Context: an optimization exercise on an open-source flow, tuned for small area, a short achievable clock period and few clock cycles. The choices shown serve that exercise and are no tape-out recipe. Where RTL was checked, it was by simulation tests only, not by an equivalence proof against the original. Power is estimated from default activity; no workload was simulated.

== the baseline ==
==> flow/design.v <==
package sgd_pkg;
	localparam int COEF_W     = 32;
	localparam int DIGIT_W    = 16;
	localparam int LIDX_W     = 3;
	localparam int BITS_W     = 5;
	localparam int LEVELS_W   = 4;
	localparam int CFG_IDX_W  = 4;
	localparam int CFG_DATA_W = 8;
	localparam logic [CFG_IDX_W-1:0] REG_DIGIT_BITS = 4'd0;
	localparam logic [CFG_IDX_W-1:0] REG_LEVELS     = 4'd1;
endpackage
module signed_gadget_decompose (
	input  logic        clk,
	input  logic        arst_n,
	input  logic        cfg_valid,
	output logic        cfg_ready,
	input  logic [3:0]  cfg_index,
	input  logic [7:0]  cfg_data,
	input  logic        coef_valid,
	output logic        coef_ready,
	input  logic [31:0] coef_coefficient,
	output logic        result_valid,
	input  logic        result_ready,
	output logic signed [15:0] result_digit,
	output logic [2:0]  result_level_index,
	output logic        result_last
);
	logic [3:0]  bm1_q;     
	logic [3:0]  n_q;       
	logic [31:0] x_q;       
	logic        valid_q;
	logic [2:0]  idx_q;
	logic [4:0]  b;
	logic [31:0] kofs;
	logic        last;
	logic        take;
	logic        adv;
	logic [2:0]  zlane;     
	logic [47:0] wide;
	assign cfg_ready = 1'b1;
	assign b = {1'b0, bm1_q} + 5'd1;
	always_ff @(posedge clk or negedge arst_n) begin
		if (!arst_n) begin
			bm1_q <= 4'd9;
			n_q   <= 4'd2;
		end else if (cfg_valid) begin
			if (cfg_index == sgd_pkg::REG_DIGIT_BITS) begin
				if (cfg_data[4:0] == 5'd0)
					bm1_q <= 4'd0;
				else if (cfg_data[4:0] > 5'd16)
					bm1_q <= 4'd15;
				else
					bm1_q <= 4'(cfg_data[4:0] - 5'd1);
			end else if (cfg_index == sgd_pkg::REG_LEVELS) begin
				n_q <= (cfg_data[3:0] > 4'd8) ? 4'd8 : cfg_data[3:0];
			end
		end
	end
	always_comb begin
		kofs = '0;
		for (int bv = 1; bv <= 16; bv++) begin
			for (int i = 0; i <= 8; i++) begin
				if (31 - bv * i >= 0) begin
					if (b == 5'(bv) && n_q >= 4'(i))
						kofs[31 - bv * i] = 1'b1;
				end
			end
		end
	end
	always_comb begin
		zlane = 3'd7;
		for (int bv = 5; bv <= 16; bv++) begin
			if (b == 5'(bv))
				zlane = 3'(31 / bv);
		end
	end
	assign last       = (idx_q == 3'(n_q - 4'd1));
	assign adv        = valid_q && result_ready;
	assign coef_ready = !valid_q || (result_ready && last);
	assign take       = coef_valid && coef_ready;
	assign wide       = {16'd0, x_q} << b;
	always_ff @(posedge clk or negedge arst_n) begin
		if (!arst_n) begin
			valid_q <= 1'b0;
			idx_q   <= 3'd0;
		end else if (take) begin
			valid_q <= (n_q != 4'd0);
			idx_q   <= 3'd0;
		end else if (adv) begin
			if (last)
				valid_q <= 1'b0;
			idx_q <= idx_q + 3'd1;
		end
	end
	always_ff @(posedge clk) begin
		if (take)
			x_q <= coef_coefficient + kofs;
		else if (adv)
			x_q <= wide[31:0];
	end
	always_comb begin
		for (int k = 0; k < 16; k++) begin
			if (idx_q > zlane)
				result_digit[k] = 1'b0;
			else if (k < int'(bm1_q))
				result_digit[k] = wide[32 + k];
			else
				result_digit[k] = ~x_q[31];
		end
	end
	assign result_valid       = valid_q;
	assign result_level_index = idx_q;
	assign result_last        = last;
endmodule
Settings: LEC_CHECK=0, CAP_MARGIN=20, CORE_MARGIN=2, CORE_UTILIZATION=40, PLACE_DENSITY=0.6, SLEW_MARGIN=20; clock period 7.0 ns.
run.sh (not shown) runs the stock make flow with config.mk's settings and CLKGATE_MAP_FILE= SYNTH_SCRIPT=/design/flow/synth_recipe.tcl, a recipe that flattens the netlist after the stock synthesis.
No stage failed in the baseline, and the final checks on the layout all came back clean.
Input changes introduced in the candidate (baseline for comparison: the baseline):
==> flow/design.v <==
package sgd_pkg;
	localparam int COEF_W     = 32;
	localparam int DIGIT_W    = 16;
	localparam int LIDX_W     = 3;
	localparam int BITS_W     = 5;
	localparam int LEVELS_W   = 4;
	localparam int CFG_IDX_W  = 4;
	localparam int CFG_DATA_W = 8;
	localparam logic [CFG_IDX_W-1:0] REG_DIGIT_BITS = 4'd0;
	localparam logic [CFG_IDX_W-1:0] REG_LEVELS     = 4'd1;
endpackage
module signed_gadget_decompose (
	input  logic        clk,
	input  logic        arst_n,
	input  logic        cfg_valid,
	output logic        cfg_ready,
	input  logic [3:0]  cfg_index,
	input  logic [7:0]  cfg_data,
	input  logic        coef_valid,
	output logic        coef_ready,
	input  logic [31:0] coef_coefficient,
	output logic        result_valid,
	input  logic        result_ready,
	output logic signed [15:0] result_digit,
	output logic [2:0]  result_level_index,
	output logic        result_last
);
	logic [4:0]  b_q;       
	logic [2:0]  nm1_q;     
	logic        nz_q;      
	logic [31:0] x_q;       
	logic        valid_q;
	logic [2:0]  idx_q;
	logic [31:0] kofs;
	logic        last;
	logic        take;
	logic        adv;
	logic        zero;      
	logic [47:0] wide;
	assign cfg_ready = 1'b1;
	always_ff @(posedge clk or negedge arst_n) begin
		if (!arst_n) begin
			b_q   <= 5'd10;
			nm1_q <= 3'd1;
			nz_q  <= 1'b0;
		end else if (cfg_valid) begin
			if (cfg_index == sgd_pkg::REG_DIGIT_BITS) begin
				if (cfg_data[4:0] == 5'd0)
					b_q <= 5'd1;
				else if (cfg_data[4:0] > 5'd16)
					b_q <= 5'd16;
				else
					b_q <= cfg_data[4:0];
			end else if (cfg_index == sgd_pkg::REG_LEVELS) begin
				nz_q  <= (cfg_data[3:0] == 4'd0);
				nm1_q <= (cfg_data[3:0] > 4'd8) ? 3'd7 : 3'(cfg_data[3:0] - 4'd1);
			end
		end
	end
	always_comb begin
		kofs = '0;
		for (int bv = 1; bv <= 16; bv++) begin
			for (int i = 0; i <= 8; i++) begin
				if (31 - bv * i >= 0) begin
					if (b_q == 5'(bv) && (i == 0 || 3'(i - 1) <= nm1_q))
						kofs[31 - bv * i] = 1'b1;
				end
			end
		end
	end
	always_comb begin
		zero = 1'b0;
		for (int bv = 5; bv <= 16; bv++) begin
			if (b_q == 5'(bv) && idx_q > 3'(31 / bv))
				zero = 1'b1;
		end
	end
	assign last       = (idx_q == nm1_q);
	assign adv        = valid_q && result_ready;
	assign coef_ready = !valid_q || (result_ready && last);
	assign take       = coef_valid && coef_ready;
	assign wide       = {16'd0, x_q} << b_q;
	always_ff @(posedge clk or negedge arst_n) begin
		if (!arst_n) begin
			valid_q <= 1'b0;
			idx_q   <= 3'd0;
		end else if (take) begin
			valid_q <= !nz_q;
			idx_q   <= 3'd0;
		end else if (adv) begin
			if (last)
				valid_q <= 1'b0;
			idx_q <= idx_q + 3'd1;
		end
	end
	always_ff @(posedge clk) begin
		if (take)
			x_q <= coef_coefficient + kofs;
		else if (adv)
			x_q <= wide[31:0];
	end
	always_comb begin
		for (int k = 0; k < 16; k++) begin
			if (zero)
				result_digit[k] = 1'b0;
			else if (5'(k + 1) < b_q)
				result_digit[k] = wide[32 + k];
			else
				result_digit[k] = ~x_q[31];
		end
	end
	assign result_valid       = valid_q;
	assign result_level_index = idx_q;
	assign result_last        = last;
endmodule
- Compare the baseline and the candidate | final instance count without filler cells higher: the candidate
- | routed wire length per instance | higher: the candidate |
- Changes observed in the candidate relative to the baseline: post-layout worst setup margin moved up, power consumption decreased about 28%, sequential cell count higher, area of the core rose by about 3.3%.
- Taking the baseline as the reference, in the candidate overall global routing resource usage went up by 1.7 points; area taken by flip-flops and latches went up by 2.1%; cell depth of the worst setup path went down by 5.
- Taking the baseline as the reference, in the candidate sequential share of layout area increased by 0.35 points relative to the old numbers, layout net count increased by about 0.55% relative to the old numbers, post-synthesis share of cell area spent on xor and xnor gates decreased by 1.8 points relative to the old numbers, relative area change from synthesis to final layout decreased by 1.9 points relative to the old numbers.
- For the number of sinks driven by the clock tree, the candidate came in about 2.3% higher than the baseline did.
Function was not checked in any run of this note: the RTL went through the layout flow alone.

---

== job 9244 ==
Another version of the RTL of signed_gadget_decompose (not shown whole).
For scale: ~72 I/O pins, ~5300 sq um of cells after synthesis.
==> module signed_gadget_decompose, before the edit <==
module signed_gadget_decompose (
	input  logic        clk,
	input  logic        arst_n,
	input  logic        cfg_valid,
	output logic        cfg_ready,
	input  logic [3:0]  cfg_index,
	input  logic [7:0]  cfg_data,
	input  logic        coef_valid,
	output logic        coef_ready,
	input  logic [31:0] coef_coefficient,
	output logic        result_valid,
	input  logic        result_ready,
	output logic signed [15:0] result_digit,
	output logic [2:0]  result_level_index,
	output logic        result_last
);
	logic [3:0]  bm1_q;     
	logic [2:0]  nm1_q;     
	logic        nz_q;      
	logic [31:0] x_q;       
	logic        valid_q;
	logic [2:0]  idx_q;
	logic        zero_q;    
	logic [31:0] kofs;
	logic        last;
	logic        take;
	logic        adv;
	logic        zero_next;
	logic        sgn;
	logic [47:0] wide;
	logic [31:0] sum;
	assign cfg_ready = 1'b1;
	always_ff @(posedge clk or negedge arst_n) begin
		if (!arst_n) begin
			bm1_q <= 4'd9;
			nm1_q <= 3'd1;
			nz_q  <= 1'b0;
		end else if (cfg_valid) begin
			if (cfg_index == sgd_pkg::REG_DIGIT_BITS) begin
				if (cfg_data[4:0] == 5'd0)
					bm1_q <= 4'd0;
				else if (cfg_data[4:0] > 5'd16)
					bm1_q <= 4'd15;
				else
					bm1_q <= 4'(cfg_data[4:0] - 5'd1);
			end else if (cfg_index == sgd_pkg::REG_LEVELS) begin
				nz_q  <= (cfg_data[3:0] == 4'd0);
				nm1_q <= (cfg_data[3:0] > 4'd8) ? 3'd7 : 3'(cfg_data[3:0] - 4'd1);
			end
		end
	end
	always_comb begin
		kofs = '0;
		for (int bv = 1; bv <= 16; bv++) begin
			for (int i = 0; i <= 8; i++) begin
				if (31 - bv * i >= 0) begin
					if (bm1_q == 4'(bv - 1) && (i == 0 || 3'(i - 1) <= nm1_q))
						kofs[31 - bv * i] = 1'b1;
				end
			end
		end
	end
	always_comb begin
		zero_next = 1'b0;
		for (int bv = 5; bv <= 16; bv++) begin
			if (bm1_q == 4'(bv - 1) && idx_q >= 3'(31 / bv))
				zero_next = 1'b1;
		end
	end
	always_comb begin
		logic [31:0] g, pp, gg, pg;
		g  = coef_coefficient & kofs;
		pp = coef_coefficient ^ kofs;
		gg = g;
		pg = pp;
		for (int l = 0; l < 5; l++) begin
			for (int j = 0; j < 32; j++) begin
				if (((j >> l) & 1) == 1) begin
					gg[j] = gg[j] | (pg[j] & gg[((j >> l) << l) - 1]);
					pg[j] = pg[j] & pg[((j >> l) << l) - 1];
				end
			end
		end
		sum[0] = pp[0];
		for (int j = 1; j < 32; j++)
			sum[j] = pp[j] ^ gg[j - 1];
	end
	assign last       = (idx_q == nm1_q);
	assign adv        = valid_q && result_ready;
	assign coef_ready = !valid_q || (result_ready && last);
	assign take       = coef_valid && coef_ready;
	assign sgn  = ~x_q[31];
	assign wide = {{16{sgn}}, sgn, x_q[30:0], 1'b0} << bm1_q;
	always_ff @(posedge clk or negedge arst_n) begin
		if (!arst_n) begin
			valid_q <= 1'b0;
			idx_q   <= 3'd0;
		end else if (take) begin
			valid_q <= !nz_q;
			idx_q   <= 3'd0;
		end else if (adv) begin
			if (last)
				valid_q <= 1'b0;
			idx_q <= idx_q + 3'd1;
		end
	end
	always_ff @(posedge clk) begin
		if (take) begin
			x_q    <= sum;
			zero_q <= 1'b0;
		end else if (adv) begin
			x_q    <= wide[31:0];
			zero_q <= zero_next;
		end
	end
	assign result_digit       = zero_q ? 16'sd0 : $signed(wide[47:32]);
	assign result_valid       = valid_q;
	assign result_level_index = idx_q;
	assign result_last        = last;
endmodule
export LEC_CHECK = 0
export ABC_CLOCK_PERIOD_IN_PS = 3500
export CAP_MARGIN = 20
export CORE_MARGIN = 2
export CORE_UTILIZATION = 50
export PLACE_DENSITY = 0.65
export SETUP_SLACK_MARGIN = 3.5
export SLEW_MARGIN = 20
export TNS_END_PERCENT = 20
create_clock -name core_clock -period 7.0 [get_ports {clk}]
standard.sh (not shown) runs the stock make flow with config.mk's settings and CLKGATE_MAP_FILE= SYNTH_SCRIPT=/design/flow/synth_recipe.tcl, a recipe that flattens the netlist after the stock synthesis.
==> flow/flow/run.sh <==
#!/bin/bash
set -euo pipefail
cd "$(dirname "$0")/.."
export BUFFER_PORTS_ARGS="-buffer_cell sky130_fd_sc_hd__buf_1"
bash standard.sh > standard_make.log 2>&1
Testbench counts of job 9244, summed over its fixed seeds: cycles 12,728.
Here is what was changed in the inputs of job 4063 compared with job 9244.
==> flow/design.v, changed modules only <==
module signed_gadget_decompose (
	input  logic        clk,
	input  logic        arst_n,
	input  logic        cfg_valid,
	output logic        cfg_ready,
	input  logic [3:0]  cfg_index,
	input  logic [7:0]  cfg_data,
	input  logic        coef_valid,
	output logic        coef_ready,
	input  logic [31:0] coef_coefficient,
	output logic        result_valid,
	input  logic        result_ready,
	output logic signed [15:0] result_digit,
	output logic [2:0]  result_level_index,
	output logic        result_last
);
	logic [3:0]  bm1_q;     
	logic [2:0]  nm1_q;     
	logic [3:0]  bm1x_q;
	logic [2:0]  nm1x_q;
	localparam logic [3:0] BM1_RST = 4'd9;
	localparam logic [2:0] NM1_RST = 3'd1;
	logic        nz_q;      
	logic [31:0] x_q;       
	logic        valid_q;
	logic [2:0]  idx_q;
	logic        zero_q;    
	logic [31:0] kofs;
	logic        last;
	logic        take;
	logic        adv;
	logic        zero_next;
	logic        sgn;
	logic [47:0] wide;
	assign cfg_ready = 1'b1;
	assign bm1_q     = bm1x_q ^ BM1_RST;
	assign nm1_q     = nm1x_q ^ NM1_RST;
	always_ff @(posedge clk or negedge arst_n) begin
		if (!arst_n) begin
			bm1x_q <= 4'd0;
			nm1x_q <= 3'd0;
			nz_q  <= 1'b0;
		end else if (cfg_valid) begin
			if (cfg_index == sgd_pkg::REG_DIGIT_BITS) begin
				if (cfg_data[4:0] == 5'd0)
					bm1x_q <= BM1_RST ^ 4'd0;
				else if (cfg_data[4:0] > 5'd16)
					bm1x_q <= BM1_RST ^ 4'd15;
				else
					bm1x_q <= BM1_RST ^ 4'(cfg_data[4:0] - 5'd1);
			end else if (cfg_index == sgd_pkg::REG_LEVELS) begin
				nz_q  <= (cfg_data[3:0] == 4'd0);
				nm1x_q <= NM1_RST ^ ((cfg_data[3:0] > 4'd8) ? 3'd7 : 3'(cfg_data[3:0] - 4'd1));
			end
		end
	end
	always_comb begin
		kofs = '0;
		for (int bv = 1; bv <= 16; bv++) begin
			for (int i = 0; i <= 8; i++) begin
				if (31 - bv * i >= 0) begin
					if (bm1_q == 4'(bv - 1) && (i == 0 || 3'(i - 1) <= nm1_q))
						kofs[31 - bv * i] = 1'b1;
				end
			end
		end
	end
	always_comb begin
		zero_next = 1'b0;
		for (int bv = 5; bv <= 16; bv++) begin
			if (bm1_q == 4'(bv - 1) && idx_q >= 3'(31 / bv))
				zero_next = 1'b1;
		end
	end
	assign last       = (idx_q == nm1_q);
	assign adv        = valid_q && result_ready;
	assign coef_ready = !valid_q || (result_ready && last);
	assign take       = coef_valid && coef_ready;
	assign sgn  = ~x_q[31];
	assign wide = {{16{sgn}}, sgn, x_q[30:0], 1'b0} << bm1_q;
	always_ff @(posedge clk or negedge arst_n) begin
		if (!arst_n) begin
			valid_q <= 1'b0;
			idx_q   <= 3'd0;
		end else if (take) begin
			valid_q <= !nz_q;
			idx_q   <= 3'd0;
		end else if (adv) begin
			if (last)
				valid_q <= 1'b0;
			idx_q <= idx_q + 3'd1;
		end
	end
	always_ff @(posedge clk) begin
		if (take) begin
			x_q    <= coef_coefficient + kofs;
			zero_q <= 1'b0;
		end else if (adv) begin
			x_q    <= wide[31:0];
			zero_q <= zero_next;
		end
	end
	assign result_digit       = zero_q ? 16'sd0 : $signed(wide[47:32]);
	assign result_valid       = valid_q;
	assign result_level_index = idx_q;
	assign result_last        = last;
endmodule
==> results.txt <==
- Job 4063 | status: complete | timing, DRC, antenna: pass
- Summary of job 4063 over job 9244: arrival time of the worst setup path now sits lower, post-CTS setup repair buffer count has decreased.
- Part of the total power dissipated in the clock network (job 4063 over job 9244): increase, 1.1 points
- From job 9244 to job 4063 the numbers moved as follows: sum of routed wire length over all layers now sits higher; standard cell area after detailed placement now sits higher; number of standard cells after synthesis now sits higher.
- Measured against each other, job 9244 and job 4063 differ in well-tap cell count, the higher figure coming from job 4063.
- Wire length of the first global-routing pass up about 23% in job 4063 wrt job 9244
- When the final numbers for job 9244 and job 4063 were put side by side, the number of vias per cell turned out to be smaller in job 9244.
- In job 4063, the average detailed-routed wire length per instance came out 1.9 um above the value in job 9244.
- When the final numbers for job 9244 and job 4063 were put side by side, the CTS clock-pin slew for the worst setup and hold paths turned out to be smaller in job 4063.
- Sequential share of layout area | job 4063 below job 9244
Only the layout flow was run in job 4063; the RTL was not checked for function there.

## port drivers added, routing unchanged
The results above use ideal ports. As a check the final layouts listed here were re-extracted and re-timed, cells and wires unchanged.
Step 1: set_driving_cell puts a clkbuf_16 on clk and a buf_2 on each other input, an assumption about the parent block.
Step 2 times the ports against the registers' clock, not the clock port: input delays grow and output delays shrink by t, the midpoint of the rising clock arrivals with the driver on.
a / b / c = ideal / step 1 / step 2; a / b = the first two.
run | t, ns | slack for setup (ns) | worst setup path after step 2
the baseline | 0.326 | 1.002 / 0.966 / 1.292 | register to output
the candidate | 0.333 | 1.726 / 1.687 / 2.020 | register to output
job 9244 | 0.342 | 3.335 / 3.304 / 3.266 | input to register
job 4063 | 0.328 | 3.358 / 3.322 / 3.385 | input to register
After both steps setup and hold are still met in every run listed. The setup slack of job 9244, which loses most, moves by -0.031 ns with the drivers and by -0.069 ns with both steps.
